From an optimization exercise on the open Yosys and OpenROAD flow, aimed at small area, a short achievable clock period and few clock cycles; shortcuts taken in it are not production practice.
For this run, only the layout was checked, not whether the RTL still works.
No activity file was given, so power comes from the tool's default toggle rates.

<file path="design.v">
package nnz_pkg;
  localparam int PIXEL_W    = 8;
  localparam int MAX_SCALE  = 4;
  localparam int MAX_LINE_W = 320;
  localparam int MAX_LINES  = 240;
  typedef enum logic [1:0] {
    IDLE = 2'd0,
    LOAD = 2'd1,
    EMIT = 2'd2,
    DONE = 2'd3
  } nnz_state_e;
  function automatic logic cfg_legal(input int scale,
                                     input int width,
                                     input int height,
                                     input int max_scale,
                                     input int max_width,
                                     input int max_height);
    cfg_legal = (scale  >= 1) && (scale  <= max_scale) &&
           (width  >= 1) && (width  <= max_width) &&
           (height >= 1) && (height <= max_height);
  endfunction
endpackage
module nnz_line_buffer #(
  parameter int PIXEL_W = 8,
  parameter int NT      = 17,
  parameter int NM      = 19,
  parameter int TAP_W   = 5
) (
  input  logic               clk,
  input  logic               wr_en,
  input  logic [PIXEL_W-1:0] wr_data,
  input  logic [TAP_W-1:0]   tap_sel,
  output logic [PIXEL_W-1:0] tap_data
);
  localparam int N = NT * NM;
  logic [N*PIXEL_W-1:0] ring_q;
  always_ff @(posedge clk) begin
    ring_q <= {(wr_en ? wr_data : ring_q[PIXEL_W-1:0]), ring_q[N*PIXEL_W-1:PIXEL_W]};
  end
  always_comb begin
    tap_data = ring_q[PIXEL_W-1:0];
    for (int t = 1; t < NT; t++) begin
      if (tap_sel == TAP_W'(t)) tap_data = ring_q[t*NM*PIXEL_W +: PIXEL_W];
    end
  end
endmodule
module nearest_neighbor_zoom_nx #(
  parameter int PIXEL_W    = nnz_pkg::PIXEL_W,
  parameter int MAX_SCALE  = nnz_pkg::MAX_SCALE,
  parameter int MAX_LINE_W = nnz_pkg::MAX_LINE_W,
  parameter int MAX_LINES  = nnz_pkg::MAX_LINES,
  parameter int SCALE_W    = $clog2(MAX_SCALE + 1),
  parameter int COL_W      = $clog2(MAX_LINE_W + 1),
  parameter int ROW_W      = $clog2(MAX_LINES + 1)
) (
  input  logic               clk,
  input  logic               reset_n,
  input  logic               start,
  input  logic [SCALE_W-1:0] scale,
  input  logic [COL_W-1:0]   src_width,
  input  logic [ROW_W-1:0]   src_height,
  input  logic               in_valid,
  input  logic [PIXEL_W-1:0] in_pixel,
  output logic               in_ready,
  output logic               out_valid,
  output logic [PIXEL_W-1:0] out_pixel,
  input  logic               out_ready,
  output logic               out_eol,
  output logic               busy,
  output logic               done,
  output logic               cfg_err
);
  localparam int NT   = 17;
  localparam int NM   = 19;
  localparam int PW   = 5;
  localparam int RS_W = $clog2(MAX_SCALE);
  function automatic logic [2*PW-1:0] pos_dec(input logic [2*PW-1:0] p);
    if (p[PW-1:0] == '0) begin
      pos_dec = {(p[2*PW-1:PW] == '0) ? PW'(NT - 1) : p[2*PW-1:PW] - PW'(1), PW'(NM - 1)};
    end else begin
      pos_dec = {p[2*PW-1:PW], p[PW-1:0] - PW'(1)};
    end
  endfunction
  localparam logic [2*PW-1:0] POS_TAIL = {PW'(NT - 1), PW'(NM - 1)};
  localparam logic [2*PW-1:0] POS_ONE  = {PW'(0), PW'(1)};
  logic start_legal;
  assign start_legal = nnz_pkg::cfg_legal(32'(scale), 32'(src_width), 32'(src_height),
                                          MAX_SCALE, MAX_LINE_W, MAX_LINES);
  logic               busy_q, done_q, cfg_err_q;
  logic [RS_W-1:0]    sm1_q;         
  logic               s1_q;          
  logic [COL_W-1:0]   wm1_q;         
  logic               w1_q;          
  logic [PIXEL_W-1:0] ib0_q, ib1_q;
  logic               ibv0_q, ibv1_q;
  logic               in_ready_q;
  logic               em_act_q;
  logic [RS_W-1:0]    rxc_q, ryc_q;
  logic [COL_W-1:0]   colc_q;
  logic [ROW_W-1:0]   rowc_q;
  logic               col_end_q, row_end_q, rep0_q;
  logic               wfirst_q;
  logic [2*PW-1:0]    wp_q;          
  logic               wp_zero_q;     
  logic [2*PW-1:0]    p0_q;          
  logic               ract_q;
  logic               hv_q;
  logic [PIXEL_W-1:0] h_q;
  logic [COL_W-1:0]   rkc_q;
  logic               rk_end_q;
  logic [RS_W-1:0]    rrc_q;
  logic [2*PW-1:0]    np_q;          
  logic               np_tap_q;      
  logic               mv_q, meol_q, mlast_q;
  logic [PIXEL_W-1:0] mpix_q;
  logic               sv_q, seol_q, slast_q;
  logic [PIXEL_W-1:0] spix_q;
  logic               acc, go;
  logic               push, pop;
  logic               rx_end, ry_end;
  logic               src_ok, emit;
  logic [PIXEL_W-1:0] em_pix;
  logic               em_eol, em_last;
  logic               wr, winit;
  logic               cons_h, ld_h;
  logic [PIXEL_W-1:0] tap_data;
  logic               m_load;
  logic               busy_d;
  assign acc  = start && !busy_q;
  assign go   = acc && start_legal;
  assign push = in_valid && in_ready_q;
  assign rx_end = (rxc_q == '0);
  assign ry_end = (ryc_q == '0);
  assign src_ok = rep0_q ? (ibv0_q && (!rx_end || s1_q || wfirst_q || wp_zero_q)) : hv_q;
  assign emit   = em_act_q && src_ok && !sv_q;
  assign em_pix  = rep0_q ? ib0_q : h_q;
  assign em_eol  = rx_end && col_end_q;
  assign em_last = em_eol && ry_end && row_end_q;
  assign pop    = emit && rep0_q && rx_end;
  assign wr     = pop && !s1_q;
  assign winit  = wr && wfirst_q;
  assign cons_h = emit && !rep0_q && rx_end;
  assign ld_h   = ract_q && (!hv_q || cons_h) && np_tap_q;
  nnz_line_buffer #(
    .PIXEL_W (PIXEL_W),
    .NT      (NT),
    .NM      (NM),
    .TAP_W   (PW)
  ) u_line_buffer (
    .clk      (clk),
    .wr_en    (wr),
    .wr_data  (ib0_q),
    .tap_sel  (np_q[2*PW-1:PW]),
    .tap_data (tap_data)
  );
  assign m_load = !mv_q || out_ready;
  always_comb begin
    busy_d = busy_q;
    if (go)          busy_d = 1'b1;
    else if (done_q) busy_d = 1'b0;
  end
  always_ff @(posedge clk or negedge reset_n) begin
    if (!reset_n) begin
      busy_q     <= 1'b0;
      done_q     <= 1'b0;
      cfg_err_q  <= 1'b0;
      in_ready_q <= 1'b0;
      em_act_q   <= 1'b0;
      ract_q     <= 1'b0;
      hv_q       <= 1'b0;
      mv_q       <= 1'b0;
      sv_q       <= 1'b0;
    end else begin
      busy_q     <= busy_d;
      done_q     <= mv_q && out_ready && mlast_q;
      cfg_err_q  <= acc && !start_legal;
      in_ready_q <= go || (busy_d && !(!pop && (ibv1_q || (ibv0_q && push))));
      if (go) begin
        em_act_q <= 1'b1;
      end else if (emit && em_last) begin
        em_act_q <= 1'b0;
      end
      if (go) begin
        ract_q <= 1'b0;
        hv_q   <= 1'b0;
      end else if (winit) begin
        ract_q <= 1'b1;
      end else if (ld_h) begin
        hv_q <= 1'b1;
        if (rk_end_q && rrc_q == '0) ract_q <= 1'b0;
      end else if (cons_h) begin
        hv_q <= 1'b0;
      end
      if (m_load) begin
        mv_q <= sv_q || emit;
        sv_q <= 1'b0;
      end else if (emit) begin
        sv_q <= 1'b1;
      end
    end
  end
  always_ff @(posedge clk) begin
    if (go) begin
      ibv0_q <= 1'b0;
      ibv1_q <= 1'b0;
    end else if (pop) begin
      if (ibv1_q) begin
        ib0_q  <= ib1_q;
        ibv1_q <= 1'b0;
      end else begin
        ib0_q  <= in_pixel;
        ibv0_q <= push;
      end
    end else if (push) begin
      if (ibv0_q) begin
        ib1_q  <= in_pixel;
        ibv1_q <= 1'b1;
      end else begin
        ib0_q  <= in_pixel;
        ibv0_q <= 1'b1;
      end
    end
    if (go) begin
      sm1_q     <= RS_W'(scale - SCALE_W'(1));
      s1_q      <= (scale == SCALE_W'(1));
      wm1_q     <= src_width - COL_W'(1);
      w1_q      <= (src_width == COL_W'(1));
      rxc_q     <= RS_W'(scale - SCALE_W'(1));
      ryc_q     <= RS_W'(scale - SCALE_W'(1));
      rep0_q    <= 1'b1;
      colc_q    <= src_width - COL_W'(1);
      col_end_q <= (src_width == COL_W'(1));
      rowc_q    <= src_height - ROW_W'(1);
      row_end_q <= (src_height == ROW_W'(1));
      wfirst_q  <= 1'b1;
    end else if (emit) begin
      if (rx_end) begin
        rxc_q <= sm1_q;
        if (col_end_q) begin
          colc_q    <= wm1_q;
          col_end_q <= w1_q;
          if (ry_end) begin
            ryc_q    <= sm1_q;
            rep0_q   <= 1'b1;
            wfirst_q <= 1'b1;
            rowc_q    <= rowc_q - ROW_W'(1);
            row_end_q <= (rowc_q == ROW_W'(1));
          end else begin
            ryc_q  <= ryc_q - RS_W'(1);
            rep0_q <= 1'b0;
          end
        end else begin
          colc_q    <= colc_q - COL_W'(1);
          col_end_q <= (colc_q == COL_W'(1));
        end
      end else begin
        rxc_q <= rxc_q - RS_W'(1);
      end
      if (winit) wfirst_q <= 1'b0;
    end
    if (wr) begin
      wp_q      <= {PW'(0), PW'(sm1_q)};
      wp_zero_q <= 1'b0;
    end else begin
      wp_q      <= pos_dec(wp_q);
      wp_zero_q <= (wp_q == POS_ONE);
    end
    if (winit) p0_q <= POS_TAIL;
    else       p0_q <= pos_dec(p0_q);
    if (ld_h) h_q <= tap_data;
    if (winit) begin
      rkc_q    <= wm1_q;
      rk_end_q <= w1_q;
      rrc_q    <= sm1_q - RS_W'(1);
      np_q     <= POS_TAIL;
      np_tap_q <= 1'b0;
    end else if (ld_h) begin
      if (rk_end_q) begin
        rkc_q    <= wm1_q;
        rk_end_q <= w1_q;
        rrc_q    <= rrc_q - RS_W'(1);
        np_q     <= pos_dec(p0_q);
        np_tap_q <= (p0_q[PW-1:0] == PW'(1));
      end else begin
        rkc_q    <= rkc_q - COL_W'(1);
        rk_end_q <= (rkc_q == COL_W'(1));
        np_q     <= {np_q[2*PW-1:PW], PW'(sm1_q)};
        np_tap_q <= 1'b0;
      end
    end else begin
      np_q     <= pos_dec(np_q);
      np_tap_q <= (np_q[PW-1:0] == PW'(1));
    end
    if (m_load) begin
      mpix_q  <= sv_q ? spix_q : em_pix;
      meol_q  <= sv_q ? seol_q : em_eol;
      mlast_q <= sv_q ? slast_q : em_last;
    end else if (emit) begin
      spix_q  <= em_pix;
      seol_q  <= em_eol;
      slast_q <= em_last;
    end
  end
  assign in_ready  = in_ready_q;
  assign out_valid = mv_q;
  assign out_pixel = mpix_q;
  assign out_eol   = meol_q;
  assign busy      = busy_q;
  assign done      = done_q;
  assign cfg_err   = cfg_err_q;
endmodule
</file>
<file path="run.sh">
#!/bin/bash
# synth_recipe.tcl (not shown) runs the flow's synth.tcl, then flattens the netlist and writes it again
# the make line also repeats each setting of config.mk as NAME=value (left out here)
make -C /OpenROAD-flow-scripts/flow DESIGN_CONFIG=/design/flow/config.mk WORK_HOME=/design/flow/orfs CLKGATE_MAP_FILE= SYNTH_SCRIPT=/design/flow/synth_recipe.tcl finish
</file>
<file path="config.mk">
export PLATFORM = sky130hd
export DESIGN_NAME = nearest_neighbor_zoom_nx
export DESIGN_NICKNAME = nearest_neighbor_zoom_nx
export VERILOG_FILES = /design/flow/design.v
export SDC_FILE = /design/flow/constraint.sdc
export NUM_CORES = 4
export LEC_CHECK = 0
export CAP_MARGIN = 20
export CORE_MARGIN = 2
export CORE_UTILIZATION = 40
export CTS_CLUSTER_DIAMETER = 60
export CTS_CLUSTER_SIZE = 40
export SLEW_MARGIN = 20
</file>
<file path="constraint.sdc">
create_clock -name core_clock -period 5.0 [get_ports {clk}]
set_input_delay 1.0000 -clock core_clock [delete_from_list [all_inputs] [get_ports {clk}]]
set_output_delay 1.0000 -clock core_clock [all_outputs]
set_load 0.01 [all_outputs]
</file>
==> summary.txt <==
==> worst register-to-register path, stage by stage, from the launching register on <==
cell	delay, ns
dfxtp_1	0.44
ha_1	0.80
nor3b_1	0.32
and2_1	0.29
a221o_1	0.40
a211oi_1	0.58
o41ai_1	0.19
==> how the worst min path moves through the flow <==
stage	start	endpoint	slack (ns)	depth (start not counted)
2_1_floorplan	u_line_buffer.ring_q[8]	u_line_buffer.ring_q[0]	0.31	0
4_1_cts	u_line_buffer.ring_q[2110]	u_line_buffer.ring_q[2102]	0.28	0
6_report	u_line_buffer.ring_q[2238]	u_line_buffer.ring_q[2230]	0.29	0
3_5_place_dp	u_line_buffer.ring_q[1191]	u_line_buffer.ring_q[1183]	0.31	0
5_1_grt	u_line_buffer.ring_q[80]	u_line_buffer.ring_q[72]	0.29	0
3_3_place_gp	u_line_buffer.ring_q[2294]	u_line_buffer.ring_q[2286]	0.31	0
==> kinds of logic (layout without fill, tap and decap cells) <==
| group | count (synthesis) | after routing | synth area share |
|---|---|---|---|
| fa+ha+maj | 26 | 26 | 0.00538 |
| flops | 2721 | 2721 | 0.918 |
| mux | 67 | 67 | 0.0121 |
| xor+xnor | 41 | 41 | 0.00594 |
| buf+inv | 103 | 315 | 0.00671 |
| simple gates | 320 | 320 | 0.0292 |
| compound gates | 211 | 211 | 0.0231 |
| other cells | 0 | 5 | 0 |
==> power breakdown <==
part           internal [uW]  total, uW  switching, uW
Clock                   5090      12300           7160
Combinational            927       2150           1220
Sequential             22600      23000            442
Total                  28600      37400           8820
==> metrics by stage <==
step / hold slack, ns / total power [uW] / cells / worst slack (ns) / area, um^2
3_3_place_gp: 0.310 / 25500 / 5507 / 0.696 / 63300
6_report: 0.291 / 37400 / 5722 / 1.48 / 67700
3_5_place_dp: 0.312 / 25600 / 5507 / 0.743 / 63300
2_1_floorplan: 0.310 / 24800 / 3489 / 1.71 / 60400
5_1_grt: 0.287 / 38900 / 5717 / 1.27 / 67700
4_1_cts: 0.280 / 37700 / 5717 / 1.55 / 67700
==> flip-flops by register name, indices dropped and copies added (netlist names), 2 cells and up <==
name and count:
colc_q 9, h_q 8, ib0_q 8, ib1_q 8, mpix_q 8, np_q 10
p0_q 10, rkc_q 9, rowc_q 8, rrc_q 2, rxc_q 2, ryc_q 2
sm1_q 2, spix_q 8, u_line_buffer.ring_q 2584, wm1_q 9, wp_q 10
==> cell type report <==
class,instances,share of cell area
flip-flops and latches,2721,0.818
multi-input cells,665,0.0678
clock buffers,117,0.0423
well taps,2016,0.0372
clock inverters,93,0.0235
repair buffers,56,0.00791
inverters,49,0.00272
diodes,5,0.000185
==> cell usage in the layout, fill, tap and decap left out, types with 9 or more instances in the layout <==
cell,instances
xnor2_1,26
nor2b_1,18
mux2i_1,20
clkinv_16,21
nor2_1,54
a21oi_1,55
dfrtp_1,9
xor2_1,15
clkinv_8,10
mux2_2,44
dfxtp_1,2619
or3_1,10
o22ai_1,15
nand2b_1,15
edfxtp_1,92
clkinvlp_4,9
nand3b_1,9
nand3_1,21
buf_4,10
nor3_1,30
inv_8,10
nor4_1,13
clkdlybuf4s50_1,46
inv_6,12
a22oi_1,9
nand2_1,75
o21ai_0,44
clkbuf_16,113
inv_1,48
ha_1,25
==> routing by layer <==
| metal | GRT usage | wire (um) | vias up |
|---|---|---|---|
| met3 | 0.0230 | 3470 | 151 |
| met5 | 0 | 9 | - |
| met2 | 0.144 | 31600 | 330 |
| li1 | - | - | 11500 |
| met1 | 0.156 | 42800 | 10900 |
| met4 | 0.0365 | 2410 | 2 |
==> results by group <==
Logic synthesis
  – Async S/R FF share, synth: 0.00331
  – Yosys warnings: 2
  – Share of the synthesized area in the top cell type: 0.868
  – Mapped Area: 60400 um^2
  – Synth area leaders: dfxtp_1 (87%), edfxtp_1 (4.6%), mux2_2 (0.82%)
  – Commonest cells post-synth: dfxtp_1 (2620), edfxtp_1 (92), nand2_1 (75), a21oi_1 (55), nor2_1 (54)
  – Synth area leader: dfxtp_1
  – Seq/Total Area, Yosys: 0.918
  – Dominant synthesized flop cell: dfxtp_1
  – Post-synth EDFFs: 92
  – Cell with the most instances after synthesis: dfxtp_1
  – Synth Instances: 3489
  – Count of different cell masters after synthesis: 76
  – Synthesized flop and latch total: 2721
  – Mapped Avg Cell Area: 17.3 um^2
  – Syn nets: 3548

Cells and area
  – Reg area: 55400 um^2
  – Final net count: 3663
  – Share of cells above drive strength 1: 0.0781
  – Layout filler cell count: 12.9k
  – Post-layout util: 0.452
  – P&R area growth vs syn: 12.1%
  – Multi-input gate area: 4590 um^2

CTS
  – Worst-path clk slew: 0.13 ns
  – PostCTS Resize Cnt: 0
  – CTS Buf Count: 111
  – Clock Path Buffers: 3
  – CTS H-Tree Depth: 3
  – Latest clock arrival within the worst-skew pair: 0.75 ns
  – # Post-CTS Setup Buffers: 0
  – CTS root buf: clkbuf_16
  – Clock sinks: 2721
  – CTS tree: done
  – Hold_buf cts: 0

Timing
  – Fin Setup TNS: 0 ns
  – Tmin final: 3.52 ns
  – Fin. Hold Viols: 0
  – Max Transition Viols Final: 0
  – Worst-Margin Slew: 1.02 ns
  – Max Freq: 284 MHz
  – Slew HR: 0.309
  – Post-route clock period utilization: 0.704
  – Clock Skew: 0.0381 ns
  – Final setup viols: 0
  – RSZ-0062 raised after global routing: false

GRT
  – Pin count of the biggest net entering global routing: 41
  – First-pass GRT wire length: 122 mm
  – Grt total ovfl: 0
  – GRT Overall Usage: 0.103
  – Initial antenna violation count: 25
  – Vias in the first global route: 21.5k

Critical path
  – Worst path most repeated cell: or4_1
  – CP startpoint: src_height[4]
  – Crit Path Category: input port to flip-flop
  – Critical-path top delay cell: or4_1
  – FF-to-FF setup slack: 1.71 ns
  – Crit path cell chain: clkdlybuf4s50_1 -> or4_1 -> nor3_1 -> nor3b_1 -> or4_1 -> buf_4 -> and3_1
  – CP required: 5.43 ns
  – Critical Path AT: 3.95 ns
  – Max FO, Critical Path: 19
  – Bufs and invs on worst path: 2
  – R2R Path Start: np_q[5]
  – Worst r2r dst: h_q[4]
  – CP delay by family, top: simple AND/OR/NAND/NOR gates
  – Nature of the critical path startpoint: input port
  – Worst path depth: 7
  – Worst r2r path cells: 6
  – CP peak stage delay: 0.59 ns
  – CP Capture Point: ib1_q[2]
  – Worst Setup End Kind: flip-flop

Drt
  – DR WL/cell: 14.0 um
  – DR vias: 22.9k
  – Routed Antenna Nets: 0
  – Initial DRC Count: 1299
  – DRC errors left: 0
  – DRT Wirelength: 80.3 mm
  – Vias per cell: 4.00
  – Drt pass-1 iters: 5

Floorplanning
  – DIE WIDTH: 393 um
  – # IOs: 47
  – Die Y: 393 um
  – Core area: 150000 um^2
  – Site Rows: 142
  – Initial core utilization: 0.403
  – Area of the die: 154000 um^2

Worst hold path
  – Hold crit path type: flip-flop to flip-flop

Placement
  – IO Port Bufs: 46
  – Routability cong.: 0.808
  – Detailed Place HPWL: 51.0 mm

Run
  – MaxCap Viol Count: 0

Run status
  – Status: complete, no violations

Power
  – Pwr/cell area: 552 nW/um^2
  – Peak supply drop: 0.000376 V
  – Leak Pwr: 0.0263 uW

==> port drivers added, routing unchanged <==
How much do the figures lean on ideal ports? The routed layout below was timed once more, with nothing changed but the port constraints. Step 1 assumes that a clkbuf_16 drives the clock port and a buf_2 every other input. Step 2 moves the port delays by t, midway between the first and last clock arrival at a register: inputs arrive t later, outputs are due t later. That takes back most of the time a late clock gives input paths. Slacks: no drivers / after step 1 / after step 2; pairs: no drivers / after step 1.
shift t [ns]: 0.807
setup WS [ns]: 1.480 / 1.524 / 0.717
hold slack, ns: 0.291 / 0.291 / 0.291
worst data-port slew with drivers (ns): 0.14
After both steps setup and hold are still met in this run. For this run, drivers alone change the setup slack by +0.044 ns; drivers and shift together by -0.763 ns.
